Background: an optimization exercise with open tools, aiming at small area. Do not read the settings as production practice. In this exercise RTL edits were held to simulation tests only and were not proved equivalent to the original. Power is estimated from default activity; no workload was simulated. No driver is modelled on the clock port, so clocking that relies on it looks cheaper here than on a real chip.

===== config.mk =====
export PLATFORM = sky130hd
export DESIGN_NAME = uartAxiBridge
export DESIGN_NICKNAME = uartAxiBridge
export VERILOG_FILES = /design/flow/design.v
export SDC_FILE = /design/flow/constraint.sdc
export NUM_CORES = 4
export LEC_CHECK = 0
export ABC_AREA = 1
export CAP_MARGIN = 20
export CORE_MARGIN = 2
export CORE_UTILIZATION = 40
export SLEW_MARGIN = 20

===== constraint.sdc =====
create_clock -name core_clock -period 5.5 [get_ports {clk}]
set_input_delay 1.1000 -clock core_clock [delete_from_list [all_inputs] [get_ports {clk}]]
set_output_delay 1.1000 -clock core_clock [all_outputs]
set_load 0.01 [all_outputs]

===== design.v =====
package uartAxiBridgePkg;
  typedef enum logic [5:0]
  {
    OP_NOP   = 6'd0,
    OP_READ  = 6'd1,
    OP_WRITE = 6'd2
  } cmdOpcodeE;
  typedef enum logic [5:0]
  {
    RSP_NOP        = 6'd0,
    RSP_READ       = 6'd1,
    RSP_WRITE      = 6'd2,
    RSP_INVALID    = 6'd3,
    RSP_BUSY_READ  = 6'd9,
    RSP_BUSY_WRITE = 6'd10
  } respCodeE;
  function automatic logic [15:0] crc16Update(input logic [15:0] crcIn,
                                              input logic [7:0] dataByte);
    logic [15:0] crc;
    crc = crcIn ^ {8'h00, dataByte};
    for (int i = 0; i < 8; i++)
    begin
      if (crc[0])
        crc = (crc >> 1) ^ 16'hA001;
      else
        crc = crc >> 1;
    end
    crc16Update = crc;
  endfunction
  function automatic logic [15:0] crc16Aged(input logic [7:0] dataByte);
    logic [15:0] crc;
    crc = uartAxiBridgePkg::crc16Update(16'h0000, dataByte);
    for (int i = 0; i < 16 - 2; i++)
      crc = uartAxiBridgePkg::crc16Update(crc, 8'h00);
    crc16Aged = crc;
  endfunction
endpackage
`timescale 1ns/100ps
module frameReceiver
(
  input  logic                       clk,
  input  logic                       axi_resetn,
  input  logic [7:0]                 rxByte,
  input  logic                       rxByteValid,
  output logic                       cmdValid,
  output logic [16*8-1:0]  rxWindow
);
  logic [4:0]  byteCount;    
  logic [15:0] crcAcc;
  logic [15:0] crcNext;
  logic [7:0]  oldByte;
  logic        frameMatch;
  assign oldByte = byteCount[4] ? rxWindow[16*8-1 -: 8] : 8'h00;
  assign crcNext = uartAxiBridgePkg::crc16Update(crcAcc, 8'h00) ^ {rxByte, 8'h00} ^
                   uartAxiBridgePkg::crc16Aged(oldByte);
  assign frameMatch = rxByteValid && (byteCount[4] || (&byteCount[3:0])) &&
                      (crcNext == 16'h01AB);
  always_ff @(posedge clk)
  begin
    if (!axi_resetn)
    begin
      byteCount <= '0;
      crcAcc    <= '0;
      cmdValid  <= 1'b0;
    end
    else
    begin
      cmdValid <= frameMatch;
      if (rxByteValid)
      begin
        if (frameMatch)
        begin
          byteCount <= '0;
          crcAcc    <= '0;
        end
        else
        begin
          if (!byteCount[4])
            byteCount <= byteCount + 5'd1;
          crcAcc <= crcNext;
        end
      end
    end
  end
  always_ff @(posedge clk)
  begin
    if (rxByteValid)
      rxWindow <= {rxWindow[16*8-9:0], rxByte};
  end
endmodule
`timescale 1ns/100ps
module commandEngine
(
  input  logic                      clk,
  input  logic                      axi_resetn,
  input  logic                      cmdValid,
  input  logic [16*8-1:0] cmdFrame,
  output logic [31:0]               axi_awaddr,
  output logic                      axi_awvalid,
  input  logic                      axi_awready,
  output logic [31:0]               axi_wdata,
  output logic                      axi_wvalid,
  input  logic                      axi_wready,
  input  logic [1:0]                axi_bresp,
  input  logic                      axi_bvalid,
  output logic                      axi_bready,
  output logic [31:0]               axi_araddr,
  output logic                      axi_arvalid,
  input  logic                      axi_arready,
  input  logic [31:0]               axi_rdata,
  input  logic [1:0]                axi_rresp,
  input  logic                      axi_rvalid,
  output logic                      axi_rready,
  input  logic                      respFull,
  input  logic                      respPush,
  output logic                      pushReq,
  output logic [108-1:0]    pushEntry
);
  typedef enum logic [1:0] {RD_IDLE, RD_ADDR, RD_DATA, RD_DONE} readStateE;
  typedef enum logic [1:0] {WR_IDLE, WR_REQ, WR_RESP, WR_DONE} writeStateE;
  readStateE  rdState;
  writeStateE wrState;
  logic [5:0]  opcode;
  logic [7:0]  cmdSeq;
  logic [63:0] cmdAddr;
  logic [31:0] cmdData;
  logic awDone, wDone, awHs, wHs;
  logic immValid, immPush, startRead, startWrite;
  logic rdPushOk, wrPushOk;
  logic [1:0] immKind;
  logic [7:0]  rdSeq, wrSeq;
  logic [63:0] rdAddr, wrAddr;
  logic [31:0] rdData, wrData;
  logic [1:0]  rdResp, wrResp;
  assign opcode  = cmdFrame[125:120];
  assign cmdSeq  = cmdFrame[119:112];
  assign cmdAddr = cmdFrame[111:48];
  assign cmdData = cmdFrame[47:16];
  always_comb
  begin
    case (opcode)
      uartAxiBridgePkg::OP_NOP:
      begin
        immValid = 1'b1;
        immKind  = 2'd0;
      end
      uartAxiBridgePkg::OP_READ:
      begin
        immValid = (rdState != RD_IDLE);
        immKind  = 2'd1;
      end
      uartAxiBridgePkg::OP_WRITE:
      begin
        immValid = (wrState != WR_IDLE);
        immKind  = 2'd2;
      end
      default:
      begin
        immValid = 1'b1;
        immKind  = 2'd3;
      end
    endcase
  end
  assign immPush    = cmdValid && immValid;
  assign startRead  = cmdValid && (opcode == uartAxiBridgePkg::OP_READ) && (rdState == RD_IDLE);
  assign startWrite = cmdValid && (opcode == uartAxiBridgePkg::OP_WRITE) && (wrState == WR_IDLE);
  assign rdPushOk = (rdState == RD_DONE) && !respFull && !respPush && !immPush;
  assign wrPushOk = (wrState == WR_DONE) && !respFull && !respPush && !immPush && !rdPushOk;
  assign pushReq = (immPush && !respFull) || rdPushOk || wrPushOk;
  assign pushEntry = ({108{immPush}}  & {2'd0, immKind, cmdSeq, cmdAddr, cmdData}) |
                     ({108{rdPushOk}} & {2'd1, rdResp, rdSeq, rdAddr, rdData}) |
                     ({108{wrPushOk}} & {2'd2, wrResp, wrSeq, wrAddr, wrData});
  assign axi_arvalid = (rdState == RD_ADDR);
  assign axi_rready  = (rdState != RD_DONE);
  assign axi_awvalid = (wrState == WR_REQ) && !awDone;
  assign axi_wvalid  = (wrState == WR_REQ) && !wDone;
  assign axi_bready  = (wrState != WR_DONE);
  assign awHs        = axi_awvalid && axi_awready;
  assign wHs         = axi_wvalid && axi_wready;
  assign axi_araddr = rdAddr[31:0];
  assign axi_awaddr = wrAddr[31:0];
  assign axi_wdata  = wrData;
  always_ff @(posedge clk)
  begin
    if (!axi_resetn)
    begin
      rdState  <= RD_IDLE;
      wrState  <= WR_IDLE;
      awDone   <= 1'b0;
      wDone    <= 1'b0;
    end
    else
    begin
      case (rdState)
        RD_IDLE: if (startRead) rdState <= RD_ADDR;
        RD_ADDR: if (axi_arready) rdState <= RD_DATA;
        RD_DATA: if (axi_rvalid) rdState <= RD_DONE;
        RD_DONE: if (rdPushOk) rdState <= RD_IDLE;
      endcase
      case (wrState)
        WR_IDLE:
        begin
          if (startWrite)
          begin
            wrState <= WR_REQ;
            awDone  <= 1'b0;
            wDone   <= 1'b0;
          end
        end
        WR_REQ:
        begin
          awDone <= awDone || awHs;
          wDone  <= wDone || wHs;
          if ((awDone || awHs) && (wDone || wHs))
            wrState <= WR_RESP;
        end
        WR_RESP: if (axi_bvalid) wrState <= WR_DONE;
        WR_DONE: if (wrPushOk) wrState <= WR_IDLE;
      endcase
    end
  end
  always_ff @(posedge clk)
  begin
    if (startRead)
    begin
      rdSeq  <= cmdSeq;
      rdAddr <= cmdAddr;
    end
    if ((rdState == RD_DATA) && axi_rvalid)
    begin
      rdData <= axi_rdata;
      rdResp <= axi_rresp;
    end
    if (startWrite)
    begin
      wrSeq  <= cmdSeq;
      wrAddr <= cmdAddr;
      wrData <= cmdData;
    end
    if ((wrState == WR_RESP) && axi_bvalid)
      wrResp <= axi_bresp;
  end
endmodule
`timescale 1ns/100ps
module responseQueue
(
  input  logic                    clk,
  input  logic                    axi_resetn,
  input  logic                    pushReq,
  input  logic [108-1:0]  pushEntry,
  input  logic                    respPop,
  output logic                    respPush,
  output logic [108-1:0]  respHead,
  output logic                    respFull,
  output logic                    respEmpty
);
  logic [108-1:0] queueMem [4];
  logic [1:0]             wrPtr;
  logic [1:0]             rdPtr;
  logic [2:0]             count;
  logic [2:0]             countNext;
  logic [1:0]             wrPtrNext;
  logic                   doPush;
  logic                   doPop;
  assign doPush = respPush && !respFull;
  assign doPop  = respPop && !respEmpty;
  always_comb
  begin
    respHead = '0;
    for (int i = 0; i < 4; i++)
      respHead = respHead | ({108{doPop && (rdPtr == 2'(i))}} & queueMem[i]);
  end
  assign respFull  = (count == 3'(4));
  assign respEmpty = (count == '0);
  assign countNext = count + {2'b00, doPush} - {2'b00, doPop};
  assign wrPtrNext = wrPtr + {1'b0, doPush};
  always_ff @(posedge clk)
  begin
    if (!axi_resetn)
    begin
      wrPtr    <= '0;
      rdPtr    <= '0;
      count    <= '0;
      respPush <= 1'b0;
    end
    else
    begin
      respPush <= pushReq;
      wrPtr    <= wrPtrNext;
      count    <= countNext;
      if (doPop)
        rdPtr <= rdPtr + 2'd1;
    end
  end
  always_ff @(posedge clk)
  begin
    if (pushReq && (countNext != 3'(4)))
      queueMem[wrPtrNext] <= ~pushEntry;
  end
endmodule
`timescale 1ns/100ps
module frameTransmitter
(
  input  logic                    clk,
  input  logic                    axi_resetn,
  input  logic [108-1:0]  respHead,
  input  logic                    respEmpty,
  output logic                    respPop,
  input  logic                    txReady,
  output logic [7:0]              txByte,
  output logic                    txByteStrobe
);
  typedef enum logic {TX_IDLE, TX_SEND} txStateE;
  txStateE                txState;
  logic [108-1:0] txEntryN;   
  logic [108-1:0] txEntry;
  logic [15:0]            txCrc;
  logic [3:0]             byteIdx;
  logic                   lastStrobe;
  logic [7:0]             msgByte;
  logic [3:0]             kind;
  logic [7:0]             respByte;
  logic [95:0]            fixedFields;
  logic                   useFixed;
  logic [7:0]             rawByte;
  logic [7:0]             fixedByte;
  logic [8*14-1:0] msg;
  assign respPop = (txState == TX_IDLE) && !respEmpty;
  assign txByteStrobe = (txState == TX_SEND) && txReady && !lastStrobe;
  assign txEntry = ~txEntryN;
  assign kind = txEntry[107:104];
  always_comb
  begin
    case (kind)
      4'd0:    respByte = {2'b00, uartAxiBridgePkg::RSP_NOP};
      4'd1:    respByte = {2'b00, uartAxiBridgePkg::RSP_BUSY_READ};
      4'd2:    respByte = {2'b00, uartAxiBridgePkg::RSP_BUSY_WRITE};
      4'd3:    respByte = {2'b00, uartAxiBridgePkg::RSP_INVALID};
      4'd4, 4'd5, 4'd6, 4'd7:
               respByte = {kind[1:0], uartAxiBridgePkg::RSP_READ};
      default: respByte = {kind[1:0], uartAxiBridgePkg::RSP_WRITE};
    endcase
  end
  assign fixedFields = (kind == 4'd3) ? {64'h10BA_D0BA_D00D_AD00, 32'hFFFF_FFFF} :
                                         {64'hDEAD_CAFE_1234_5678, 32'h0000_0001};
  assign useFixed    = (kind == 4'd0) || (kind == 4'd3);
  assign msg         = {respByte, txEntry[103:0]};
  always_comb
  begin
    rawByte   = 8'h00;
    fixedByte = 8'h00;
    for (int i = 0; i < 14; i++)
      if (byteIdx == 4'(i))
        rawByte = msg[8*14-1-8*i -: 8];
    for (int i = 2; i < 14; i++)
      if (byteIdx == 4'(i))
        fixedByte = fixedFields[8*14-17-8*(i-2) -: 8];
    if (useFixed && (byteIdx >= 4'd2))
      msgByte = fixedByte;
    else if ((kind == 4'd1) && (byteIdx >= 4'd10))
      msgByte = 8'h00;
    else
      msgByte = rawByte;
  end
  always_comb
  begin
    if (byteIdx < 4'(14))
      txByte = msgByte;
    else if (byteIdx == 4'(14))
      txByte = txCrc[7:0];
    else
      txByte = txCrc[15:8];
  end
  always_ff @(posedge clk)
  begin
    if (!axi_resetn)
    begin
      txState    <= TX_IDLE;
      byteIdx    <= '0;
      lastStrobe <= 1'b0;
    end
    else
    begin
      lastStrobe <= txByteStrobe;
      if (respPop)
      begin
        txState <= TX_SEND;
        byteIdx <= '0;
      end
      else if (txByteStrobe)
      begin
        byteIdx <= byteIdx + 4'd1;
        if (byteIdx == 4'(16 - 1))
          txState <= TX_IDLE;
      end
    end
  end
  always_ff @(posedge clk)
    txEntryN <= respHead | ({108{!respPop}} & txEntryN);
  always_ff @(posedge clk)
  begin
    if (respPop)
      txCrc   <= 16'hFFFF;
    else if (txByteStrobe && (byteIdx < 4'(14)))
      txCrc <= uartAxiBridgePkg::crc16Update(txCrc, msgByte);
  end
endmodule
`timescale 1ns/100ps
module uartAxiBridge (
  input  logic        clk,
  input  logic        axi_resetn,
  input  logic [7:0]  rxByte,
  input  logic        rxByteValid,
  input  logic        txReady,
  output logic [7:0]  txByte,
  output logic        txByteStrobe,
  output logic [31:0] axi_awaddr,
  output logic [2:0]  axi_awprot,
  output logic        axi_awvalid,
  input  logic        axi_awready,
  output logic [31:0] axi_wdata,
  output logic [3:0]  axi_wstrb,
  output logic        axi_wvalid,
  input  logic        axi_wready,
  input  logic [1:0]  axi_bresp,
  input  logic        axi_bvalid,
  output logic        axi_bready,
  output logic [31:0] axi_araddr,
  output logic [2:0]  axi_arprot,
  output logic        axi_arvalid,
  input  logic        axi_arready,
  input  logic [31:0] axi_rdata,
  input  logic [1:0]  axi_rresp,
  input  logic        axi_rvalid,
  output logic        axi_rready
);
  logic                      cmdValid;
  logic [16*8-1:0] rxWindow;
  logic                      pushReq;
  logic [108-1:0]    pushEntry;
  logic                      respPush;
  logic                      respPop;
  logic [108-1:0]    respHead;
  logic                      respFull;
  logic                      respEmpty;
  assign axi_awprot = 3'b001;
  assign axi_arprot = 3'b001;
  assign axi_wstrb  = 4'hF;
  frameReceiver i_frameReceiver (
    .clk(clk), .axi_resetn(axi_resetn),
    .rxByte(rxByte), .rxByteValid(rxByteValid),
    .cmdValid(cmdValid), .rxWindow(rxWindow)
  );
  commandEngine i_commandEngine (
    .clk(clk), .axi_resetn(axi_resetn),
    .cmdValid(cmdValid), .cmdFrame(rxWindow),
    .axi_awaddr(axi_awaddr), .axi_awvalid(axi_awvalid), .axi_awready(axi_awready),
    .axi_wdata(axi_wdata), .axi_wvalid(axi_wvalid), .axi_wready(axi_wready),
    .axi_bresp(axi_bresp), .axi_bvalid(axi_bvalid), .axi_bready(axi_bready),
    .axi_araddr(axi_araddr), .axi_arvalid(axi_arvalid), .axi_arready(axi_arready),
    .axi_rdata(axi_rdata), .axi_rresp(axi_rresp), .axi_rvalid(axi_rvalid),
    .axi_rready(axi_rready),
    .respFull(respFull), .respPush(respPush),
    .pushReq(pushReq), .pushEntry(pushEntry)
  );
  responseQueue i_responseQueue (
    .clk(clk), .axi_resetn(axi_resetn),
    .pushReq(pushReq), .pushEntry(pushEntry), .respPop(respPop),
    .respPush(respPush), .respHead(respHead), .respFull(respFull), .respEmpty(respEmpty)
  );
  frameTransmitter i_frameTransmitter (
    .clk(clk), .axi_resetn(axi_resetn),
    .respHead(respHead), .respEmpty(respEmpty), .respPop(respPop),
    .txReady(txReady), .txByte(txByte), .txByteStrobe(txByteStrobe)
  );
endmodule

===== flow/run.sh =====
#!/bin/bash
# Own layout flow: the standard ORFS flow (standard.sh) with three changes to how the layout
# is made:
#  - ABC maps the logic for area with amap (flow/abc_area.script) instead of ORFS's area script,
#    which maps with map -B 0.9 and then buffers and upsizes; flip-flop mapping is unchanged;
#  - a lighter clock tree: no dummy loads, larger sink clusters;
#  - the smallest buffer (buf_1) on the ports.
# Every step's full log stays in orfs/logs/; make's own output goes to make.log in this folder.
set -euo pipefail
here=$(pwd)
rm -rf "$here/scripts_own"
cp -r "$FLOW_HOME/scripts" "$here/scripts_own"
cp "$here/flow/abc_area.script" "$here/scripts_own/abc_area.script"
bash standard.sh finish \
  "SCRIPTS_DIR=$here/scripts_own" \
  "CTS_ARGS=-sink_clustering_enable -repair_clock_nets -dont_use_dummy_load -buf_list sky130_fd_sc_hd__clkbuf_16 -sink_clustering_size 30 -sink_clustering_max_diameter 100" \
  "BUFFER_PORTS_ARGS=-buffer_cell sky130_fd_sc_hd__buf_1" > make.log 2>&1

===== flow/abc_area.script =====
strash
dch -f
amap
strash
dch -f
amap
topo

===== standard.sh =====
#!/bin/bash
# synth_recipe.tcl (not shown) runs the flow's synth.tcl, then flattens the netlist and writes it again
# the make line also repeats each setting of config.mk as NAME=value (left out here)
make -C /OpenROAD-flow-scripts/flow DESIGN_CONFIG=/design/flow/config.mk WORK_HOME=/design/flow/orfs CLKGATE_MAP_FILE= SYNTH_SCRIPT=/design/flow/synth_recipe.tcl "${@:-finish}"

==> results.toml, run 1 <==
[timing]
fin_crit_sh_pct = 96.72
hold_violations = 0
period_minus_slack_ps = 5319
clock_skew_ps = 58.70
final.setup.tns_ps = 0
relSlewSlack_pct = 26.05
max_freq_ghz = 0.1880
worst_slew_pin_slew_ps = 1109
rsz0062_at_grt = "true"
setup_viol = 0
report.final.slew_viol_count = 0
hold_ws_ps = 429.5

[placed_design]
placed_area_sq_um = 36350
port_buffers = 162
gp_congestion = 0.8830
placed_cells = 3465
place_hpwl_microns = 52970

[cells_and_area]
fin_nets = 2441
antenna-diode-count = 0
nFillCells = 7565
ff_latch_area_sq_um = 26510
final_layout_size_suffix_gt1_share_pct = 7.104
final_cell_count_no_fill = 3509
fin_area_sq_um = 37540
multi_input_area_sq_um = 6882
syn2layout_area_growth_pct = 9.987

[clocking]
clkTransAtPathRegs_ps = 110
cts_inserted_buffers = 37
htreeDepth = 2
root_buffer = "clkbuf_16"
insertion_delay_ps = 610
holdBufCountCts = 0
clk_path_buf_depth = 3
cts_sinks = 938
cts_tree = "yes"

[critical_path]
cp-end-kind = "output pin"
crit_family = "compound AO/OA/AOI/OAI gates"
worst_path_largest_cell_delay_ps = 390
required_ps = 4400
cp_num_buf_inv = 2
start_kind = "flip-flop"
cp_common_cell = "nor2_1"
crit_slowest_cell = "dfxtp_4"
critPathArrivalTime_ps = 4220
critical_path_class = "reg -> out"
cp_max_fo = 6

[grt]
antenna_found_initial = 3
grt_pass1_vias = 19343
grt_pass1_wl_microns = 127100
grt_usage_pct = 19.42
grt_max_degree = 140
overflow = 0

[die]
fp.dieH_microns = 296.1
ioPinCount = 173
core_sq_um = 84880
num_rows = 107
start_util_pct = 40.21
fp.dieW_microns = 296.1
fp.dieArea_sq_um = 87680

[logic_synthesis]
ys_seq_elements = 938
syn_inst = 2166
seq_area_frac_synth_pct = 77.66
syn_avg_cell_area_sq_um = 15.76
synthFlopType = "edfxtp_1"
synth_area_sq_um = 34130
ys_types = 41
synth_edf_count = 772
ys_warn_count = 4
ys_async_sr_fraction_pct = 0

[route]
routed_via_density = 5.820
dr.first_iter.drc_count = 2542
wire_per_inst_microns = 24.98
drt_first_pass_iters = 10
vias = 20421
routed_wl_microns = 87670
ant_nets = 0
drc_errors = 0

[pwr]
p_seq_share_pct = 57.1
switching_power_w = 0.004851
finalPower_w = 0.01576
p_comb_share_pct = 22.6
p_clk_share_pct = 20.3
ir_drop_uv = 213.9
switching_share_pct = 30.78
internal-power_w = 0.01091
power.density_nw_per_um2 = 419.9
p_leak_nw = 11.75

[hold_path]
hp-class = "reg -> reg"

[status]
outcome = "timing/DRC/antenna clean"

[job]
drv_cap = 0
## area by class of cell
| cell class | count | share of cell area [%] |
|---|---|---|
| clock buffer | 37 | 2.467 |
| multi-input combinational | 1030 | 18.33 |
| sequential | 938 | 70.63 |
| tap | 1144 | 3.813 |
| timing repair buffer | 228 | 3.423 |
| inverter | 132 | 1.337 |
## path summary, 6_finish.rpt
path	startpoint	end	slack, ps	cells past startpoint
worst max-delay path	i_frameTransmitter.byteIdx[1]	txByte[7]	180	25
worst min-delay path	i_frameReceiver.rxWindow[4]	i_frameReceiver.rxWindow[12]	430	0
worst max register to register	i_frameTransmitter.byteIdx[3]	i_frameTransmitter.txCrc[0]	350	32
worst min register to register	i_frameReceiver.rxWindow[4]	i_frameReceiver.rxWindow[12]	430	0
## per-layer routing
metal	global-route usage, %	part of all wire (%)	vias up
li1	-	-	9077
met1	27.80	43	10431
met2	30.47	46	818
met3	4.219	8.5	91
met4	4.250	2.0	4
met5	0	0.031	-
## placed cells by master (no fill, tap or decap), drive strengths merged, types with 20 or more instances in the layout
cell type	n
edfxtp	772
buf	225
a222oi	213
nor2	184
nand2	171
dfxtp	166
clkinv	125
a21oi	92
a22oi	74
clkbuf	40
o22ai	39
o21ai	39
o211ai	35
ha	20
## logic make-up after synthesis
logic type      share of synthesized area (%)
simple gates                            5.023
other cells                           0.02200
xor+xnor                              0.05133
compound gates                          13.37
buf+inv                                 3.080
fa+ha+maj                              0.7919
flops                                   77.66
## per-stage QoR
stage	setup slack, ps	util (%)
finish	180.6	44.22
global route	-113.6	44.22
CTS	-43.95	43.95
detailed placement	150.6	42.83
global placement	189.9	42.83
floorplan	-5981	-
## synth_stat cells, types with 3 or more instances
master | number | area [sq um]
edfxtp_1 | 772 | 23180
a222oi_1 | 213 | 2132
nor2_1 | 184 | 690.7
nand2_1 | 171 | 641.9
dfxtp_1 | 166 | 3323
clkinv_1 | 132 | 495.5
a21oi_1 | 92 | 460.4
a22oi_1 | 74 | 555.5
buf_4 | 74 | 555.5
o21ai_0 | 39 | 195.2
o22ai_1 | 39 | 244.0
o211ai_1 | 35 | 262.8
ha_1 | 20 | 250.2
nor3_1 | 18 | 90.09
o221ai_1 | 18 | 157.7
nor2b_1 | 15 | 93.84
a221oi_1 | 12 | 105.1
nand3_1 | 12 | 60.06
o21a_1 | 10 | 75.07
o221a_1 | 10 | 112.6
a31oi_1 | 8 | 50.05
a211oi_1 | 6 | 45.04
or2_0 | 6 | 37.54
nand4_1 | 5 | 31.28
or3_1 | 5 | 31.28
a2111oi_0 | 4 | 35.03
nor4_1 | 4 | 25.02
a221o_1 | 3 | 30.03
o32ai_1 | 3 | 26.28
## repair_timing
| action | in CTS | in global routing |
|---|---|---|
| pin swaps | 0 | 13 |
| setup buffers | 0 | 6 |
| endpoints found under the setup margin | 6 | 9 |
| hold endpoints to repair | 0 | 0 |
| gates resized for setup | 7 | 58 |
## sequential cells by signal, indices dropped and copies added, names as in the netlist, 16 cells and up
name and count:
i_frameReceiver.rxWindow 128, i_commandEngine.rdAddr 64, i_commandEngine.wrData 32, i_frameReceiver.crcAcc 16, i_responseQueue.queueMem 432, i_commandEngine.wrAddr 64, i_frameTransmitter.txCrc 16, i_frameTransmitter.txEntryN 108
i_commandEngine.rdData 32
## power by group through the flow
stage	sequential (W)	combinational, W	clock (W)
after detailed placement	0.00914	0.00346	0
after CTS	0.00898	0.00348	0.00328
after global routing	0.00905	0.00393	0.00350
after global placement	0.00914	0.00339	0
after floorplan	0.00877	0.00229	0
final	0.00900	0.00356	0.00320
==> inputs of run 2 (changes only) <==
--- a/flow/run.sh
+++ b/flow/run.sh
@@ -1,7 +1,8 @@
 #!/bin/bash
 # Own layout flow: the standard ORFS flow (standard.sh) with three changes to how the layout
 # is made:
-#  - ABC maps the logic for area with amap (flow/abc_area.script) instead of ORFS's area script,
+#  - ABC maps the logic with &nf and area recovery, three rounds (flow/abc_area.script), instead
+#    of ORFS's area script,
 #    which maps with map -B 0.9 and then buffers and upsizes; flip-flop mapping is unchanged;
 #  - a lighter clock tree: no dummy loads, larger sink clusters;
 #  - the smallest buffer (buf_1) on the ports.
==> flow/abc_area.script (replaced) <==
strash
&get -n
&dch -f
&nf -R 1000
&put
strash
&get -n
&dch -f
&nf -R 1000
&put
strash
&get -n
&dch -f
&nf -R 1000
&put
topo
==> run 2 against run 1 <==
  * Via count shrank 5.2%
  * Core utilization shrank 0.35 points
  * Still clean
  * Hold slack lost 11 ps
  * Critical path type unchanged
==> results.toml, run 2 <==
[logic_synthesis]
synthTopCellsByArea = "edfxtp_1 (69%), dfxtp_1 (9.8%), a222oi_1 (6.3%)"
syn_inst = 2016
syn_avg_cell_area_sq_um = 16.77
synth.top_cell.area_share_pct = 68.55
synth_area_sq_um = 33820
ys_types = 48
muxShareOfSynthArea_pct = 0.08880
synth_edf_count = 772
yosys.area.top_type = "edfxtp_1"
synth_top_family_by_area = "compound AO/OA/AOI/OAI gates"
seq_area_frac_synth_pct = 78.38
synthXorXnorAreaFrac_pct = 1.994
ys_warn_count = 4
synth_adder_area_share_pct = 0.7992
synth_compound_area_share_pct = 12.70
synthMostInstantiatedCell = "edfxtp_1"
yosys.area_share.simple_pct = 4.111
ys_seq_elements = 938
synth_common_cells = "edfxtp_1 (772), a222oi_1 (213), nand2_1 (199)"
ys_async_sr_fraction_pct = 0
synthFlopType = "edfxtp_1"

[job]
drv_cap = 0

[hold_path]
whs_path_depth = 0
hp-class = "reg -> reg"

[placed_design]
place_hpwl_microns = 51630
gp_congestion = 0.8770
port_buffers = 162

[timing]
worst_slew_pin_slew_ps = 1080
report.final.slew_viol_count = 0
hold_violations = 0
fin_crit_sh_pct = 93.66
max_freq_ghz = 0.1941
setup_viol = 0
final.setup.tns_ps = 0
clock_skew_ps = 68.57
hold_ws_ps = 418.0
relSlewSlack_pct = 27.99
rsz0062_at_grt = "false"
period_minus_slack_ps = 5151

[grt]
grt_max_degree = 109
grt_pass1_vias = 18752
grt_pass1_wl_microns = 123700
grt_usage_pct = 18.88
overflow = 0
antenna_found_initial = 1

[critical_path]
crit_slowest_cell = "dfxtp_4"
ff2ff_path_depth = 20
path_cells = "clkinvlp_4, ha_4, nand2_1, and3_1, nand3_1, o21ai_0, nand2_1, o21ai_0, nand2_1, o221ai_1, a21oi_1, a211oi_1, nor2_1, o22ai_1, a21oi_1, a21oi_1, o21ai_0, a21oi_1, a21oi_1, a22oi_1, buf_1"
critical_path_class = "reg -> out"
cp_max_fo = 13
start_kind = "flip-flop"
cp_num_cells = 21
critPathArrivalTime_ps = 4050
cp_num_buf_inv = 2
required_ps = 4400
cp_common_cell = "a21oi_1"
r2r_slack_ps = 930
worst_path_largest_cell_delay_ps = 430
cp-end-kind = "output pin"
crit_family = "compound AO/OA/AOI/OAI gates"

[clocking]
cts_sinks = 938
clkTransAtPathRegs_ps = 100
cts_tree = "yes"
clk_path_buf_depth = 3
insertion_delay_ps = 620
htreeDepth = 2
holdBufCountCts = 0
cts_inserted_buffers = 38
root_buffer = "clkbuf_16"

[cells_and_area]
final_cell_mix = "edfxtp_1 (772), a222oi_1 (213), nand2_1 (198)"
largestRegisters = "i_responseQueue.queueMem (432), i_frameReceiver.rxWindow (128), i_frameTransmitter.txEntryN (108)"
largest_register = "i_responseQueue.queueMem"
antenna-diode-count = 0
final_util_pct = 43.88
largest_reg_flops = 432
fin_nets = 2255
nFillCells = 7282
syn2layout_area_growth_pct = 8.580
final_common_cell = "edfxtp_1"
final_layout_size_suffix_gt1_share_pct = 4.406

[route]
drt_first_pass_iters = 10
wire_per_inst_microns = 25.39
routed_wl_microns = 84120
vias = 19361
routed_via_density = 5.844
drc_errors = 0
dr.first_iter.drc_count = 3064
ant_nets = 0

[die]
ioPinCount = 173
fp.dieArea_sq_um = 86890
start_util_pct = 40.41
fp.dieH_microns = 294.8
core_sq_um = 83690
fp.dieW_microns = 294.8
num_rows = 106

[pwr]
internal-power_w = 0.01090
p_seq_share_pct = 58.4
p_clk_share_pct = 20.8
switching_share_pct = 30.10
ir_drop_uv = 361.2
switching_power_w = 0.004695
p_comb_share_pct = 20.9
power.density_nw_per_um2 = 424.8
p_leak_nw = 11.63

[status]
outcome = "timing/DRC/antenna clean"
==> run 2: changes by cell type after synthesis, sizes merged, moves of 26 or more <==
cell	before	now
nand2	171	199
nor2	184	63
o22ai	39	13
o21ai	39	72
clkinv	132	24
xor2	2	31
o211ai	35	8
xnor2	0	46
a22oi	74	117
==> run 2: path summary, 6_finish.rpt <==
path | from | to
max | i_frameTransmitter.byteIdx[1] | txByte[0]
min | i_frameReceiver.rxWindow[7] | i_frameReceiver.rxWindow[15]
max reg2reg | i_frameTransmitter.byteIdx[0] | i_frameTransmitter.txCrc[0]
min reg2reg | i_frameReceiver.rxWindow[7] | i_frameReceiver.rxWindow[15]
==> run 2: final cells by class <==
| cell class | instances | area [sq um] | area share, % |
|---|---|---|---|
| flip-flops and latches | 938 | 26510 | 72.20 |
| multi-input cells | 988 | 6812 | 18.55 |
| well taps | 1134 | 1419 | 3.864 |
| clock buffers | 38 | 950.9 | 2.590 |
| repair buffers | 191 | 924.6 | 2.518 |
| inverters | 24 | 102.6 | 0.2794 |
==> run 2: cell families (layout without fill, tap and decap cells) <==
group,after synthesis,after routing
mux,3,3
buf+inv,98,253
xor+xnor,77,77
compound gates,546,546
other cells,2,10
simple gates,331,331
fa+ha+maj,21,21
flops,938,938
==> run 2: per-stage QoR <==
stage                     instances  setup slack (ps)  cell area [sq um]  power, W
after floorplan                2024            -701.0              33920   0.01116
after global placement         3274             721.2              35700   0.01240
after detailed placement       3275             644.4              35730   0.01251
after CTS                      3313             74.98              36690   0.01570
after global routing           3313             14.40              36720   0.01631
final                          3313             348.5              36720   0.01560
==> run 2: repair_timing <==
item                                    4_1_cts  5_1_grt
pin swaps                                     0        0
buffers inserted                              0        0
endpoints found under the setup margin        1        5
resized for setup                             1       10
gates cloned                                  0        0
==> run 2: layer usage <==
layer	routed length, microns	share of wire, %	track usage (%)	vias up
li1	-	-	-	8563
met1	35680	42	26.17	10056
met2	41770	50	31.95	677
met3	5414	6.4	2.587	65
met4	1248	1.5	3.571	0
met5	0	0	0	-
==> run 2: power by group through the flow <==
stage | clock, W | sequential, W | combinational [W]
final | 0.00324 | 0.00910 | 0.00325
after global placement | 0 | 0.00926 | 0.00315
after CTS | 0.00333 | 0.00910 | 0.00327
after detailed placement | 0 | 0.00925 | 0.00326
after global routing | 0.00357 | 0.00915 | 0.00360
after floorplan | 0 | 0.00881 | 0.00234
==> inputs of run 3 (changes only) <==
--- a/design.v
+++ b/design.v
@@ -312,8 +312,9 @@
 );
   typedef enum logic {TX_IDLE, TX_SEND} txStateE;
   txStateE                txState;
-  logic [108-1:0] txEntryN;   
-  logic [108-1:0] txEntry;
+  logic [3:0]             txKindN;
+  logic [108-5:0] txBytesN;
+  logic                   txShift;
   logic [15:0]            txCrc;
   logic [3:0]             byteIdx;
   logic                   lastStrobe;
@@ -322,13 +323,10 @@
   logic [7:0]             respByte;
   logic [95:0]            fixedFields;
   logic                   useFixed;
-  logic [7:0]             rawByte;
   logic [7:0]             fixedByte;
-  logic [8*14-1:0] msg;
   assign respPop = (txState == TX_IDLE) && !respEmpty;
   assign txByteStrobe = (txState == TX_SEND) && txReady && !lastStrobe;
-  assign txEntry = ~txEntryN;
-  assign kind = txEntry[107:104];
+  assign kind = ~txKindN;
   always_comb
   begin
     case (kind)
@@ -344,23 +342,20 @@
   assign fixedFields = (kind == 4'd3) ? {64'h10BA_D0BA_D00D_AD00, 32'hFFFF_FFFF} :
                                          {64'hDEAD_CAFE_1234_5678, 32'h0000_0001};
   assign useFixed    = (kind == 4'd0) || (kind == 4'd3);
-  assign msg         = {respByte, txEntry[103:0]};
   always_comb
   begin
-    rawByte   = 8'h00;
     fixedByte = 8'h00;
-    for (int i = 0; i < 14; i++)
-      if (byteIdx == 4'(i))
-        rawByte = msg[8*14-1-8*i -: 8];
     for (int i = 2; i < 14; i++)
       if (byteIdx == 4'(i))
         fixedByte = fixedFields[8*14-17-8*(i-2) -: 8];
-    if (useFixed && (byteIdx >= 4'd2))
+    if (byteIdx == 4'd0)
+      msgByte = respByte;
+    else if (useFixed && (byteIdx >= 4'd2))
       msgByte = fixedByte;
     else if ((kind == 4'd1) && (byteIdx >= 4'd10))
       msgByte = 8'h00;
     else
-      msgByte = rawByte;
+      msgByte = ~txBytesN[108-5 -: 8];
   end
   always_comb
   begin
@@ -395,8 +390,14 @@
       end
     end
   end
+  assign txShift = txByteStrobe && (byteIdx != 4'd0) && (byteIdx < 4'(14));
   always_ff @(posedge clk)
-    txEntryN <= respHead | ({108{!respPop}} & txEntryN);
+  begin
+    txKindN  <= respHead[108-1 -: 4] | ({4{!respPop}} & txKindN);
+    txBytesN <= respHead[108-5:0] |
+                ({(108-4){txShift}} & {txBytesN[108-13:0], 8'hFF}) |
+                ({(108-4){!respPop && !txShift}} & txBytesN);
+  end
   always_ff @(posedge clk)
   begin
     if (respPop)
==> run 3 against run 2 <==
  * Sequential cell count unchanged
  * Synthesized cell count is 4.0% lower
  * Still clean on timing, DRC and antenna
  * Hold slack improved by 0.90 ps
  * Worst setup slack better by 260 ps
  * Clock power about the same
  * Routed wire length is 5.4% lower
==> results.toml, run 3 <==
[route]
wire_per_inst_microns = 24.99
routed_via_density = 5.949
drc_errors = 0
routed_wl_microns = 79570
ant_nets = 0
drt_first_pass_iters = 10
dr.first_iter.drc_count = 2928
vias = 18942

[clocking]
root_buffer = "clkbuf_16"
postCtsSetupBuffers = 0
post_cts_resized = 0
clkTransAtPathRegs_ps = 110
clk_path_buf_depth = 3
cts_sinks = 938
insertion_delay_ps = 600
htreeDepth = 2
cts_tree = "yes"
cts_inserted_buffers = 38
holdBufCountCts = 0

[hold_path]
hold_start = "i_responseQueue.queueMem[2][65]"
whs_path_depth = 2
hp-class = "reg -> reg"
min_to = "i_frameTransmitter.txBytesN[65]"

[placed_design]
pre_cts_slack_ps = 1099
gp_congestion = 0.8248
place_hpwl_microns = 45060
port_buffers = 162

[logic_synthesis]
synth_area_sq_um = 33520
synth_edf_count = 772
yosys.area.top_type = "edfxtp_1"
syn_inst = 1935
synthTopCellsByArea = "edfxtp_1 (69%), dfxtp_1 (9.9%), a222oi_1 (8.0%)"
synthFlopType = "edfxtp_1"
synthMostInstantiatedCell = "edfxtp_1"
ys_types = 44
ys_warn_count = 4
synth.top_cell.area_share_pct = 69.16
ys_async_sr_fraction_pct = 0
seq_area_frac_synth_pct = 79.08
ys_seq_elements = 938
syn_avg_cell_area_sq_um = 17.32
synth_common_cells = "edfxtp_1 (772), a222oi_1 (269), nand2_1 (174)"

[pwr]
p_seq_share_pct = 58.2
p_leak_nw = 11.53
power.density_nw_per_um2 = 418.7
p_comb_share_pct = 20.7
internal-power_w = 0.01082
finalPower_w = 0.01526
switching_power_w = 0.004446
p_clk_share_pct = 21.1
ir_drop_uv = 285.8
switching_share_pct = 29.13

[cells_and_area]
final_cell_mix = "edfxtp_1 (772), a222oi_1 (269), nand2_1 (172)"
multi_input_area_sq_um = 6500
largest_reg_flops = 432
fin_nets = 2180
ff_latch_area_sq_um = 26510
final_common_cell = "edfxtp_1"
final_layout_size_suffix_gt1_share_pct = 4.610
largestRegisters = "i_responseQueue.queueMem (432), i_frameReceiver.rxWindow (128), i_frameTransmitter.txBytesN (104)"
nFillCells = 7287
syn2layout_area_growth_pct = 8.761
largest_register = "i_responseQueue.queueMem"
antenna-diode-count = 0

[critical_path]
cp-end-kind = "output pin"
r2r_slack_ps = 1110
required_ps = 4400
reg2reg_to = "i_frameTransmitter.txCrc[0]"
critical_path_class = "reg -> out"
ff2ff_path_depth = 17
r2r-start = "i_frameTransmitter.byteIdx[0]"
cp_max_fo = 13
critPathArrivalTime_ps = 3790
start_kind = "flip-flop"

[timing]
setup_ws_ps = 611.3
relSlewSlack_pct = 28.69
period_minus_slack_ps = 4889
setup_viol = 0
worst_slew_pin_slew_ps = 1070
rsz0062_at_grt = "false"
max_freq_ghz = 0.2046
hold_violations = 0
clock_skew_ps = 58.09
report.final.slew_viol_count = 0
fin_crit_sh_pct = 88.89

[grt]
grt_pass1_wl_microns = 120500
grt_max_degree = 109
grt_pass1_vias = 19435
antenna_found_initial = 0
overflow = 0
grt_usage_pct = 18.20

[job]
drv_cap = 0

[die]
fp.dieH_microns = 293.5
start_util_pct = 40.24
num_rows = 106
core_sq_um = 83290
ioPinCount = 173
fp.dieW_microns = 293.5
fp.dieArea_sq_um = 86130

[status]
outcome = "timing/DRC/antenna clean"
[run 3: cell types whose count changed in the layout (fill, tap and decap cells not counted), moves of 11 or more]
cell / previous run / this run
a222oi_1: 213 / 269
nor2_1: 57 / 45
a22oi_1: 117 / 60
o21ai_0: 70 / 50
nand3_1: 17 / 38
a21oi_1: 74 / 63
nand2_1: 198 / 172
[run 3: logic make-up after synthesis]
kind of cell	synth area share (%)
other cells	0.02241
fa+ha+maj	0.8063
buf+inv	1.915
compound gates	11.80
xor+xnor	2.012
mux	0.2165
simple gates	4.147
flops	79.08
[run 3: cell type report]
cell class	count	area share (%)
Sequential cell	938	72.71
Tap cell	1080	3.707
Clock buffer	38	2.608
Inverter	23	0.2814
Multi-Input combinational cell	908	17.83
Timing Repair Buffer	197	2.866
[run 3: power groups by stage]
stage	Clock [W]	Combinational, W	Sequential, W
floorplan	0	0.00222	0.00883
global placement	0	0.00306	0.00903
detailed placement	0	0.00315	0.00904
CTS	0.00333	0.00316	0.00888
global route	0.00356	0.00350	0.00895
finish	0.00322	0.00315	0.00889
[run 3: worst max path at each step]
stage	slack, ps	startpoint	endpoint
final	610	i_frameTransmitter.byteIdx[0]	txByte[6]
after global routing	280	i_frameTransmitter.byteIdx[0]	txByte[6]
after CTS	590	i_frameTransmitter.byteIdx[0]	txByte[6]
after detailed placement	1100	i_responseQueue.count[1]	i_responseQueue.queueMem[3][35]
after global placement	1130	i_responseQueue.count[1]	i_responseQueue.queueMem[3][35]
after floorplan	-90	i_frameReceiver.rxWindow[123]	i_responseQueue.queueMem[0][0]
[run 3: per-stage QoR]
stage	utilization (%)	hold WS, ps	cells	TNS (ps)	instance area, sq um
floorplan	-	400.3	1943	-12060	33630
global placement	42.59	404.0	3145	0	35480
detailed placement	42.59	404.5	3145	0	35480
CTS	43.74	425.8	3183	0	36430
global route	43.77	437.8	3184	0	36460
finish	43.77	418.9	3184	0	36460
[run 3: routing by layer]
metal	GRT usage [%]	vias to the layer above	wire [microns]	part of all wire [%]
met4	4.156	0	1523	1.9
met2	30.63	716	38770	49
met5	0	-	0	0
met1	25.53	9803	34450	43
li1	-	8349	-	-
met3	1.982	74	4830	6.1
[run 3: worst max-delay path, cell delays in order, from the launching register on]
cell and delay [ps]:
dfxtp_1 720, clkinv_1 410, ha_1 380, nand3_1 110
nand2_1 100, a31o_1 240, a31oi_1 220, o21ai_0 140
nor2_1 140, o22ai_1 90, nand2_1 80, o21ai_0 130
mux2_1 320, buf_1 130
==> inputs of run 4 (changes only) <==
--- a/flow/run.sh
+++ b/flow/run.sh
@@ -14,5 +14,5 @@
 cp "$here/flow/abc_area.script" "$here/scripts_own/abc_area.script"
 bash standard.sh finish \
   "SCRIPTS_DIR=$here/scripts_own" \
-  "CTS_ARGS=-sink_clustering_enable -repair_clock_nets -dont_use_dummy_load -buf_list sky130_fd_sc_hd__clkbuf_16 -sink_clustering_size 30 -sink_clustering_max_diameter 100" \
+  "CTS_ARGS=-sink_clustering_enable -repair_clock_nets -dont_use_dummy_load -buf_list sky130_fd_sc_hd__clkbuf_16 -sink_clustering_size 34 -sink_clustering_max_diameter 90" \
   "BUFFER_PORTS_ARGS=-buffer_cell sky130_fd_sc_hd__buf_1" > make.log 2>&1
--- a/config.mk
+++ b/config.mk
@@ -9,4 +9,5 @@
 export CAP_MARGIN = 20
 export CORE_MARGIN = 2
 export CORE_UTILIZATION = 40
+export PLACE_DENSITY = 0.8
 export SLEW_MARGIN = 20
==> run 4 against run 3 <==
  * Non-clock buffer count decreased by 7
  * Via count up 2.1%
  * Total power shrank 0.32%
  * Hold slack better by 3.6 ps
  * Worst setup slack worse by 120 ps
  * Sequential cell count unchanged
  * Largest power group unchanged
==> results.toml, run 4 <==
[status]
outcome = "timing/DRC/antenna clean"

[pwr]
p_seq_share_pct = 58.5
switching_share_pct = 29.09
p_comb_share_pct = 20.9
power.density_nw_per_um2 = 419.0
ir_drop_uv = 282.4
p_clk_share_pct = 20.5
internal-power_w = 0.01079
switching_power_w = 0.004426
p_leak_nw = 11.46

[timing]
relSlewSlack_pct = 22.45
setup_viol = 0
hold_violations = 0
fin_crit_sh_pct = 91.08
rsz0062_at_grt = "false"
report.final.slew_viol_count = 0
setup_ws_ps = 490.6
clock_skew_ps = 109.8
max_freq_ghz = 0.1996
period_minus_slack_ps = 5009
final.setup.tns_ps = 0
worst_slew_pin_slew_ps = 1163

[clocking]
post_cts_resized = 0
postCtsSetupBuffers = 0
insertion_delay_ps = 640
cts_inserted_buffers = 36
clk_path_buf_depth = 3
cts_tree = "yes"
holdBufCountCts = 0
cts_sinks = 938
root_buffer = "clkbuf_16"
htreeDepth = 2
clkTransAtPathRegs_ps = 120

[grt]
grt_max_degree = 90
antenna_found_initial = 0
grt_pass1_wl_microns = 117700
overflow = 0
grt_usage_pct = 17.64
grt_pass1_vias = 19325

[logic_synthesis]
ys_types = 44
synthMostInstantiatedCell = "edfxtp_1"
ys_async_sr_fraction_pct = 0
yosys.area.top_type = "edfxtp_1"
synth_edf_count = 772
ys_warn_count = 4
seq_area_frac_synth_pct = 79.08
synthTopCellsByArea = "edfxtp_1 (69%), dfxtp_1 (9.9%), a222oi_1 (8.0%)"
ys_seq_elements = 938
syn_avg_cell_area_sq_um = 17.32
synth.top_cell.area_share_pct = 69.16
synth_area_sq_um = 33520
synthFlopType = "edfxtp_1"
synth_common_cells = "edfxtp_1 (772), a222oi_1 (269), nand2_1 (174)"
syn_inst = 1935

[cells_and_area]
largest_register = "i_responseQueue.queueMem"
final_layout_size_suffix_gt1_share_pct = 4.200
fin_nets = 2171
antenna-diode-count = 0
final_cell_mix = "edfxtp_1 (772), a222oi_1 (269), nand2_1 (172)"
largestRegisters = "i_responseQueue.queueMem (432), i_frameReceiver.rxWindow (128), i_frameTransmitter.txBytesN (104)"
final_common_cell = "edfxtp_1"
nFillCells = 7036
largest_reg_flops = 432
syn2layout_area_growth_pct = 8.328

[route]
routed_wl_microns = 78280
vias = 19343
routed_via_density = 6.092
drt_first_pass_iters = 12
drc_errors = 0
ant_nets = 0
wire_per_inst_microns = 24.65
dr.first_iter.drc_count = 3536

[placed_design]
place_hpwl_microns = 45250
pre_cts_slack_ps = 1147
gp_congestion = 0.8650
port_buffers = 162

[die]
fp.dieH_microns = 293.5
fp.dieW_microns = 293.5
ioPinCount = 173
core_sq_um = 83290
start_util_pct = 40.24
num_rows = 106
fp.dieArea_sq_um = 86130

[critical_path]
cp_num_cells = 13
cp_num_buf_inv = 2
cp-endpoint = "txByte[6]"
path_cells = "clkinv_1, ha_1, nand3_1, nand2_1, a31o_1, a31oi_1, o21ai_0, nor2_1, o22ai_1, nand2_1, o21ai_0, mux2_1, buf_1"
cp_max_fo = 13
critical_path_class = "reg -> out"
crit_family = "compound AO/OA/AOI/OAI gates"
crit_slowest_cell = "dfxtp_1"
ff2ff_path_depth = 14
crit_start = "i_frameTransmitter.byteIdx[0]"
cp-end-kind = "output pin"
r2r_slack_ps = 1070
critPathArrivalTime_ps = 3910
r2r-start = "i_responseQueue.count[1]"
start_kind = "flip-flop"
reg2reg_to = "i_responseQueue.queueMem[1][0]"
required_ps = 4400
worst_path_largest_cell_delay_ps = 710

[hold_path]
hp-class = "reg -> reg"

[job]
drv_cap = 0
-- run 4: tightest hold or removal path: stages, from the launching register on --
cell,delay (ps)
edfxtp_1,330
nand2_1,60
nand3_1,60
-- run 4: logic make-up after synthesis --
group	Yosys count	synth area share [%]
flip-flops	938	79.08
AO/OA/AOI/OAI	473	11.80
AND/OR/NAND/NOR	320	4.147
buffers and inverters	97	1.915
XOR/XNOR	77	2.012
adder cells (fa/ha/maj)	21	0.8063
multiplexers	7	0.2165
other	2	0.02241
-- run 4: cell type report --
| cell class | count | area [sq um] | area share (%) |
|---|---|---|---|
| Multi-Input combinational cell | 908 | 6500 | 17.90 |
| Timing Repair Buffer | 190 | 949.7 | 2.615 |
| Sequential cell | 938 | 26510 | 73.00 |
| Tap cell | 1080 | 1351 | 3.722 |
| Inverter | 23 | 102.6 | 0.2826 |
| Clock buffer | 36 | 900.9 | 2.481 |
-- run 4: stage by stage --
stage                     hold WS, ps  instances  total power (W)  instance area, sq um  util, %
after global placement          407.6       3137          0.01195                 35350    42.45
after global routing            432.0       3175          0.01584                 36310    43.59
after detailed placement        407.0       3139          0.01220                 35410    42.51
final                           422.5       3175          0.01521                 36310    43.59
after floorplan                 400.3       1943          0.01105                 33630        -
after CTS                       435.6       3175          0.01525                 36310    43.59
-- run 4: worst min path at each step --
stage / start / to / slack (ps) / cells past startpoint
after floorplan: i_frameReceiver.rxWindow[2] / i_frameReceiver.rxWindow[10] / 400 / 0
after global placement: i_frameReceiver.rxWindow[1] / i_frameReceiver.rxWindow[9] / 410 / 0
after detailed placement: i_frameReceiver.rxWindow[14] / i_frameReceiver.rxWindow[22] / 410 / 0
after CTS: i_frameReceiver.rxWindow[14] / i_frameReceiver.rxWindow[22] / 440 / 0
after global routing: i_responseQueue.queueMem[2][16] / i_frameTransmitter.txBytesN[16] / 430 / 2
final: i_responseQueue.queueMem[2][16] / i_frameTransmitter.txBytesN[16] / 420 / 2
-- run 4: layer usage --
metal | vias up | share of wire (%) | track usage, %
met1 | 9717 | 38 | 23.24
met4 | 0 | 2.9 | 5.600
li1 | 8334 | - | -
met3 | 116 | 9.1 | 2.602
met2 | 1176 | 50 | 30.12
met5 | - | 0 | 0
-- run 4: power by group through the flow --
| stage | Clock [W] | Sequential [W] | Combinational (W) |
|---|---|---|---|
| detailed placement | 0 | 0.00904 | 0.00316 |
| floorplan | 0 | 0.00883 | 0.00222 |
| finish | 0.00313 | 0.00890 | 0.00318 |
| global placement | 0 | 0.00902 | 0.00294 |
| global route | 0.00340 | 0.00896 | 0.00347 |
| CTS | 0.00318 | 0.00889 | 0.00317 |
==> inputs of run 5 (changes only) <==
--- a/flow/run.sh
+++ b/flow/run.sh
@@ -1,7 +1,7 @@
 #!/bin/bash
 # Own layout flow: the standard ORFS flow (standard.sh) with three changes to how the layout
 # is made:
-#  - ABC maps the logic with &nf and area recovery, three rounds (flow/abc_area.script), instead
+#  - ABC maps the logic with &nf and area recovery, five rounds (flow/abc_area.script), instead
 #    of ORFS's area script,
 #    which maps with map -B 0.9 and then buffers and upsizes; flip-flop mapping is unchanged;
 #  - a lighter clock tree: no dummy loads, larger sink clusters;
--- a/flow/abc_area.script
+++ b/flow/abc_area.script
@@ -1,3 +1,13 @@
+strash
+&get -n
+&dch -f
+&nf -R 1000
+&put
+strash
+&get -n
+&dch -f
+&nf -R 1000
+&put
 strash
 &get -n
 &dch -f
==> run 5 against run 4 <==
  * Still clean
  * Total power is 16% lower
  * Clock skew is 0.64 ps lower
  * Clock power hardly changed
  * Routed wire length is 0.58% lower
  * Fmax is 2.8% higher
  * Synthesized cell count is 1.2% lower
  * Die area is 0.29% lower
  * Sequential cell count stayed put
  * Cell area is 0.28% lower
  * Critical path type unchanged
  * Highest routed layer unchanged
==> results.toml, run 5 <==
[status]
outcome = "timing/DRC/antenna clean"

[route]
wl_met3_microns = 6813
wire_per_inst_microns = 24.65
dr.max_layer_used = "met4"
vias = 19109
wl_met1_microns = 30360
routed_wl_microns = 77820
drc_errors = 0
drt_first_pass_iters = 12
wl_met2_microns = 38690
dr.first_iter.drc_count = 3253
ant_nets = 0
routed_via_density = 6.053

[cells_and_area]
syn2layout_area_growth_pct = 8.345
nFillCells = 7038
largest_register = "i_responseQueue.queueMem"
final_cell_count_no_fill = 3157
final_cell_mix = "edfxtp_1 (772), a222oi_1 (269), nand2_1 (168)"
final_common_cell = "edfxtp_1"
fin_nets = 2151
final_layout_size_suffix_gt1_share_pct = 4.193
largestRegisters = "i_responseQueue.queueMem (432), i_frameReceiver.rxWindow (128), i_frameTransmitter.txBytesN (104)"
largest_reg_flops = 432

[clocking]
cts_sinks = 938
holdBufCountCts = 0
insertion_delay_ps = 620
clkTransAtPathRegs_ps = 110
root_buffer = "clkbuf_16"
post_cts_resized = 0
cts_tree = "yes"
cts_inserted_buffers = 37
clk_path_buf_depth = 3
postCtsSetupBuffers = 0
htreeDepth = 2

[logic_synthesis]
synthXorXnorAreaFrac_pct = 1.965
yosys.area.top_type = "edfxtp_1"
syn_inst = 1912
ys_warn_count = 4
synth_top_family_by_area = "compound AO/OA/AOI/OAI gates"
synth_adder_area_share_pct = 0.8087
syn_avg_cell_area_sq_um = 17.48
synthMostInstantiatedCell = "edfxtp_1"
synth_common_cells = "edfxtp_1 (772), a222oi_1 (269), nand2_1 (169)"
synthTopCellsByArea = "edfxtp_1 (69%), dfxtp_1 (9.9%), a222oi_1 (8.1%)"
synth_edf_count = 772
ys_types = 44
synthFlopType = "edfxtp_1"
ys_async_sr_fraction_pct = 0
synth_area_sq_um = 33420
muxShareOfSynthArea_pct = 0.1498
seq_area_frac_synth_pct = 79.31
ys_seq_elements = 938
yosys.area_share.simple_pct = 3.886
synth_compound_area_share_pct = 11.93
synth.top_cell.area_share_pct = 69.36

[timing]
hold_ws_ps = 413.5
worst_slew_pin_slew_ps = 1162
setup_ws_ps = 627.4
max_freq_ghz = 0.2052
rsz0062_at_grt = "false"
relSlewSlack_pct = 22.51
period_minus_slack_ps = 4873
clock_skew_ps = 109.2
setup_viol = 0
fin_crit_sh_pct = 88.59
final.setup.tns_ps = 0
hold_violations = 0
report.final.slew_viol_count = 0

[critical_path]
path_cells = "clkinv_1, ha_1, a22o_1, a21oi_1, o21ai_0, o21ai_0, o21ai_0, a22oi_1, a22oi_1, buf_1"
critPathArrivalTime_ps = 3770
cp_common_cell = "o21ai_0"
start_kind = "flip-flop"
worst_path_largest_cell_delay_ps = 610
crit_slowest_cell = "dfxtp_1"
critical_path_class = "reg -> out"
cp-end-kind = "output pin"
cp_max_fo = 12
required_ps = 4400

[placed_design]
port_buffers = 162
gp_congestion = 0.7863
place_hpwl_microns = 44050
pre_cts_slack_ps = 1164
placed_cells = 3117

[grt]
grt_usage_pct = 17.56
grt_max_degree = 109
overflow = 0
antenna_found_initial = 0
grt_pass1_vias = 19013
grt_pass1_wl_microns = 115900

[hold_path]
hp-class = "reg -> reg"

[pwr]
ir_drop_uv = 633.5
power.density_nw_per_um2 = 353.2
p_leak_nw = 12.56

[die]
ioPinCount = 173
start_util_pct = 40.19
fp.dieH_microns = 293.1
fp.dieW_microns = 293.1
fp.dieArea_sq_um = 85880
core_sq_um = 83160
num_rows = 106

[job]
drv_cap = 0
-- run 5: cell count changes in the layout (fill, tap and decap cells not counted), moves of 4 or more --
cell / change
buf_4: +4
a32o_1: +4
nor2_1: -6
xor2_1: -5
a21oi_1: -16
o22ai_1: +4
nand2_1: -4
-- run 5: worst max-delay path: cells and delay by family (launching register included) --
family          cells  cell delay (ps)
flops               1              610
compound gates      7             1630
fa+ha+maj           1              400
buf+inv             2              570
-- run 5: per-layer routing --
metal | global-route usage [%] | vias up
met5 | 0 | -
met4 | 5.053 | 0
met3 | 2.617 | 97
met2 | 30.17 | 1026
met1 | 23.17 | 9709
li1 | - | 8277
-- run 5: final cells by class --
class,count,area [sq um],share of cell area (%)
sequential,938,26510,73.20
multi-input combinational,884,6401,17.68
tap,1080,1351,3.732
clock buffer,37,925.9,2.557
timing repair buffer,192,924.6,2.554
inverter,24,96.34,0.2661
antenna,2,5.005,0.01382
-- run 5: kinds of logic after synthesis --
logic type,Yosys count
fa+ha+maj,21
other cells,2
mux,5
flops,938
compound gates,471
simple gates,302
buf+inv,98
xor+xnor,75
-- run 5: power by group --
part	internal (W)	leakage, nW	total [W]	switching (W)
logic	0.000430	2.48	0.00170	0.00127
registers	0.00778	9.62	0.00793	0.000151
clock network	0.00122	0.456	0.00316	0.00194
-- run 5: final timing paths --
check	depth (start not counted)	startpoint	endpoint	slack (ps)
hold / removal	2	i_responseQueue.queueMem[1][36]	i_frameTransmitter.txBytesN[36]	410
setup / recovery	10	i_frameTransmitter.byteIdx[0]	txByte[3]	630
setup reg to reg	14	i_frameReceiver.rxWindow[123]	i_responseQueue.queueMem[1][36]	1080
hold reg to reg	2	i_responseQueue.queueMem[1][36]	i_frameTransmitter.txBytesN[36]	410
-- run 5: per-stage QoR --
| stage | area, sq um | total power [W] | util [%] |
|---|---|---|---|
| finish | 36210 | 0.01279 | 43.54 |
| detailed placement | 35260 | 0.009766 | 42.40 |
| global route | 36200 | 0.01323 | 43.54 |
| global placement | 35260 | 0.009744 | 42.40 |
| CTS | 36180 | 0.01285 | 43.51 |
| floorplan | 33520 | 0.009039 | - |
==> inputs of run 6 (changes only) <==
--- a/flow/run.sh
+++ b/flow/run.sh
@@ -1,7 +1,8 @@
 #!/bin/bash
 # Own layout flow: the standard ORFS flow (standard.sh) with three changes to how the layout
 # is made:
-#  - ABC maps the logic with &nf and area recovery, five rounds (flow/abc_area.script), instead
+#  - ABC restructures the logic with &deepsyn (30 s) and maps it with &nf and area recovery,
+#    three rounds (flow/abc_area.script), instead
 #    of ORFS's area script,
 #    which maps with map -B 0.9 and then buffers and upsizes; flip-flop mapping is unchanged;
 #  - a lighter clock tree: no dummy loads, larger sink clusters;
==> flow/abc_area.script (replaced) <==
strash
&get -n
&deepsyn -T 30
&put
strash
&get -n
&dch -f
&nf -R 1000
&put
strash
&get -n
&dch -f
&nf -R 1000
&put
strash
&get -n
&dch -f
&nf -R 1000
&put
topo
==> run 6 against run 5 <==
  * Critical path depth increased by 6
  * Sequential cell count is the same
  * Still clean on timing, DRC and antenna
  * Clock skew fell by 35 ps
  * Non-clock buffer count increased by 6
  * Sequential power hardly changed
  * Via count shrank 1.1%
  * Critical endpoint is now txByte[0]
  * Clock power is 4% lower
==> results.toml, run 6 <==
[grt]
grt_pass1_wl_microns = 115800
antenna_found_initial = 4
overflow = 0
grt_pass1_vias = 18842
grt_max_degree = 108
grt_usage_pct = 17.37

[critical_path]
r2r-start = "i_responseQueue.count[1]"
cp-end-kind = "output pin"
start_kind = "flip-flop"
crit_start = "i_frameTransmitter.byteIdx[0]"
reg2reg_to = "i_responseQueue.queueMem[1][49]"
path_cells = "clkinv_1, ha_1, nor2b_1, a21oi_1, nor2_1, a21oi_1, nand2_1, nand2_1, o21ai_0, a21boi_0, a211oi_1, o21ai_0, a22oi_1, a21oi_1, o21ai_0, buf_1"
worst_path_largest_cell_delay_ps = 470
ff2ff_path_depth = 15
cp_max_fo = 8
required_ps = 4400
critPathArrivalTime_ps = 3730
critical_path_class = "reg -> out"
r2r_slack_ps = 1260
crit_slowest_cell = "dfxtp_1"

[cells_and_area]
final_layout_size_suffix_gt1_share_pct = 4.722
final_cell_mix = "edfxtp_1 (772), a222oi_1 (238), dfxtp_1 (164)"
largest_reg_flops = 432
final_common_cell = "edfxtp_1"
syn2layout_area_growth_pct = 8.577
final_cell_count_no_fill = 3125
largestRegisters = "i_responseQueue.queueMem (432), i_frameReceiver.rxWindow (128), i_frameTransmitter.txBytesN (104)"
fin_nets = 2130
largest_register = "i_responseQueue.queueMem"

[die]
num_rows = 105
core_sq_um = 82240
fp.dieH_microns = 292.5
fp.dieW_microns = 292.5
start_util_pct = 40.49
ioPinCount = 173
fp.dieArea_sq_um = 85580

[hold_path]
hp-class = "reg -> reg"
min_to = "i_frameReceiver.rxWindow[10]"
whs_path_depth = 0
hold_start = "i_frameReceiver.rxWindow[2]"

[timing]
report.final.slew_viol_count = 0
worst_slew_pin_slew_ps = 1150
max_freq_ghz = 0.2071
period_minus_slack_ps = 4829
fin_crit_sh_pct = 87.79
setup_viol = 0
hold_violations = 0
clock_skew_ps = 74.50
rsz0062_at_grt = "false"
setup_ws_ps = 671.3
relSlewSlack_pct = 23.31

[logic_synthesis]
synth_compound_area_share_pct = 12.04
syn_inst = 1888
synthFlopType = "edfxtp_1"
synthMostInstantiatedCell = "edfxtp_1"
synthXorXnorAreaFrac_pct = 1.736
ys_async_sr_fraction_pct = 0
muxShareOfSynthArea_pct = 0.09392
seq_area_frac_synth_pct = 79.59
synth_common_cells = "edfxtp_1 (772), a222oi_1 (238), dfxtp_1 (166)"
synth.top_cell.area_share_pct = 69.61
synth_edf_count = 772
synth_area_sq_um = 33300
syn_avg_cell_area_sq_um = 17.64
ys_seq_elements = 938
yosys.area.top_type = "edfxtp_1"
synthTopCellsByArea = "edfxtp_1 (70%), dfxtp_1 (10%), a222oi_1 (7.2%)"
yosys.area_share.simple_pct = 3.656
synth_adder_area_share_pct = 0.8115
ys_types = 48
synth_top_family_by_area = "compound AO/OA/AOI/OAI gates"
ys_warn_count = 4

[route]
drc_errors = 0
routed_wl_microns = 77050
drt_first_pass_iters = 13
routed_via_density = 6.047
vias = 18897
dr.first_iter.drc_count = 3074
ant_nets = 0
wire_per_inst_microns = 24.65

[clocking]
post_cts_resized = 0
clk_path_buf_depth = 3
cts_inserted_buffers = 34
holdBufCountCts = 0
cts_tree = "yes"
insertion_delay_ps = 590
postCtsSetupBuffers = 0
clkTransAtPathRegs_ps = 110
root_buffer = "clkbuf_16"
htreeDepth = 2
cts_sinks = 938

[pwr]
p_seq_share_pct = 63.1
switching_share_pct = 25.72
ir_drop_uv = 427.1
power.density_nw_per_um2 = 347.3
p_clk_share_pct = 24.1
internal-power_w = 0.009330
switching_power_w = 0.003230
p_comb_share_pct = 12.8
finalPower_w = 0.01256
p_leak_nw = 12.44

[placed_design]
place_hpwl_microns = 44540
pre_cts_slack_ps = 1207
port_buffers = 162
gp_congestion = 0.8353
placed_cells = 3090

[job]
drv_cap = 0

[status]
outcome = "timing/DRC/antenna clean"
-- run 6: changes by cell type after synthesis, sizes merged, moves of 4 or more --
cell	delta
a22oi	+47
nand2	-33
a222oi	-31
a21oi	-21
nand3	+16
o22a	+13
xnor2	-11
clkinv	+10
nor3	-9
o21ai	-5
and2	-4
nor4	+4
-- run 6: area by class of cell --
| cell class | instances | area, sq um |
|---|---|---|
| Antenna cell | 1 | 2.502 |
| Clock buffer | 34 | 850.8 |
| Fill cell | 6984 | 46080 |
| Inverter | 34 | 140.1 |
| Multi-Input combinational cell | 850 | 6262 |
| Sequential cell | 938 | 26510 |
| Tap cell | 1070 | 1339 |
| Timing Repair Buffer | 198 | 1057 |
-- run 6: power groups by stage --
stage	sequential, W	clock [W]	combinational, W
2_1_floorplan	0.00803	0	0.000975
3_3_place_gp	0.00807	0	0.00155
3_5_place_dp	0.00808	0	0.00158
4_1_cts	0.00792	0.00308	0.00159
5_1_grt	0.00794	0.00329	0.00172
6_report	0.00792	0.00303	0.00161
-- run 6: how the worst max path moves through the flow --
stage / endpoint / slack (ps) / depth (start not counted)
floorplan: i_responseQueue.queueMem[0][104] / -7490 / 5
global placement: i_responseQueue.queueMem[2][52] / 1400 / 15
detailed placement: i_responseQueue.queueMem[0][8] / 1210 / 15
CTS: txByte[0] / 740 / 16
global route: txByte[0] / 430 / 16
finish: txByte[0] / 670 / 16
-- run 6: worst max-delay path, delay by kind of cell, from the launching register on --
family	cells	cell delay, ps
DFF	1	470
AOI/OAI and AO/OA	9	1650
buffers and inverters	2	340
and+or+nand+nor	4	390
adders and majority gates	1	320
-- run 6: per-layer routing --
metal	share of wire, %	global-route usage [%]	vias up	wire length [microns]
li1	-	-	8167	-
met1	38	22.13	9601	29050
met2	50	30.28	992	38640
met3	9.1	3.020	131	7028
met4	3.0	5.391	6	2297
met5	0.044	0	-	34
-- run 6: cells by family after synthesis --
group	after synthesis
simple gates	277
flops	938
compound gates	473
fa+ha+maj	21
xor+xnor	66
buf+inv	108
mux	3
other cells	2
-- run 6: per-stage QoR --
stage	setup TNS, ps	instance area [sq um]	utilization [%]	hold slack [ps]
global route	0	36160	43.96	427.7
floorplan	-3688830	33430	-	400.3
CTS	0	36160	43.96	410.3
finish	0	36160	43.97	399.8
detailed placement	0	35310	42.93	406.2
global placement	0	35310	42.93	404.0

## what the ideal ports hide
The results above use ideal ports. As a check the final layouts listed here were re-extracted and re-timed, cells and wires unchanged.
Step 1: set_driving_cell puts a clkbuf_16 on clk and a buf_2 on each other input, an assumption about the parent block.
Step 2, shift: input delay + t, output delay - t, t = (earliest + latest rising clock arrival at the registers) / 2. This alone moves slack from input paths to output paths.
Three values: ideal ports, drivers, drivers and shift; two values: the first two.
| run | t, ns | setup WS [ns] | hold WS [ns] | pins driven straight from the clock port |
|---|---|---|---|---|
| run 1 | 0.647 | 0.181 / 0.113 / 0.355 | 0.429 / 0.429 / 0.429 | 1 |
| run 2 | 0.655 | 0.349 / 0.278 / 0.930 | 0.418 / 0.418 / 0.418 | 1 |
| run 3 | 0.637 | 0.611 / 0.547 / 1.107 | 0.419 / 0.419 / 0.419 | 1 |
| run 4 | 0.639 | 0.491 / 0.432 / 1.071 | 0.423 / 0.423 / 0.423 | 1 |
| run 5 | 0.627 | 0.627 / 0.566 / 1.081 | 0.413 / 0.413 / 0.413 | 1 |
| run 6 | 0.619 | 0.671 / 0.608 / 1.227 | 0.400 / 0.400 / 0.400 | 1 |
After both steps setup and hold are still met in every run listed.
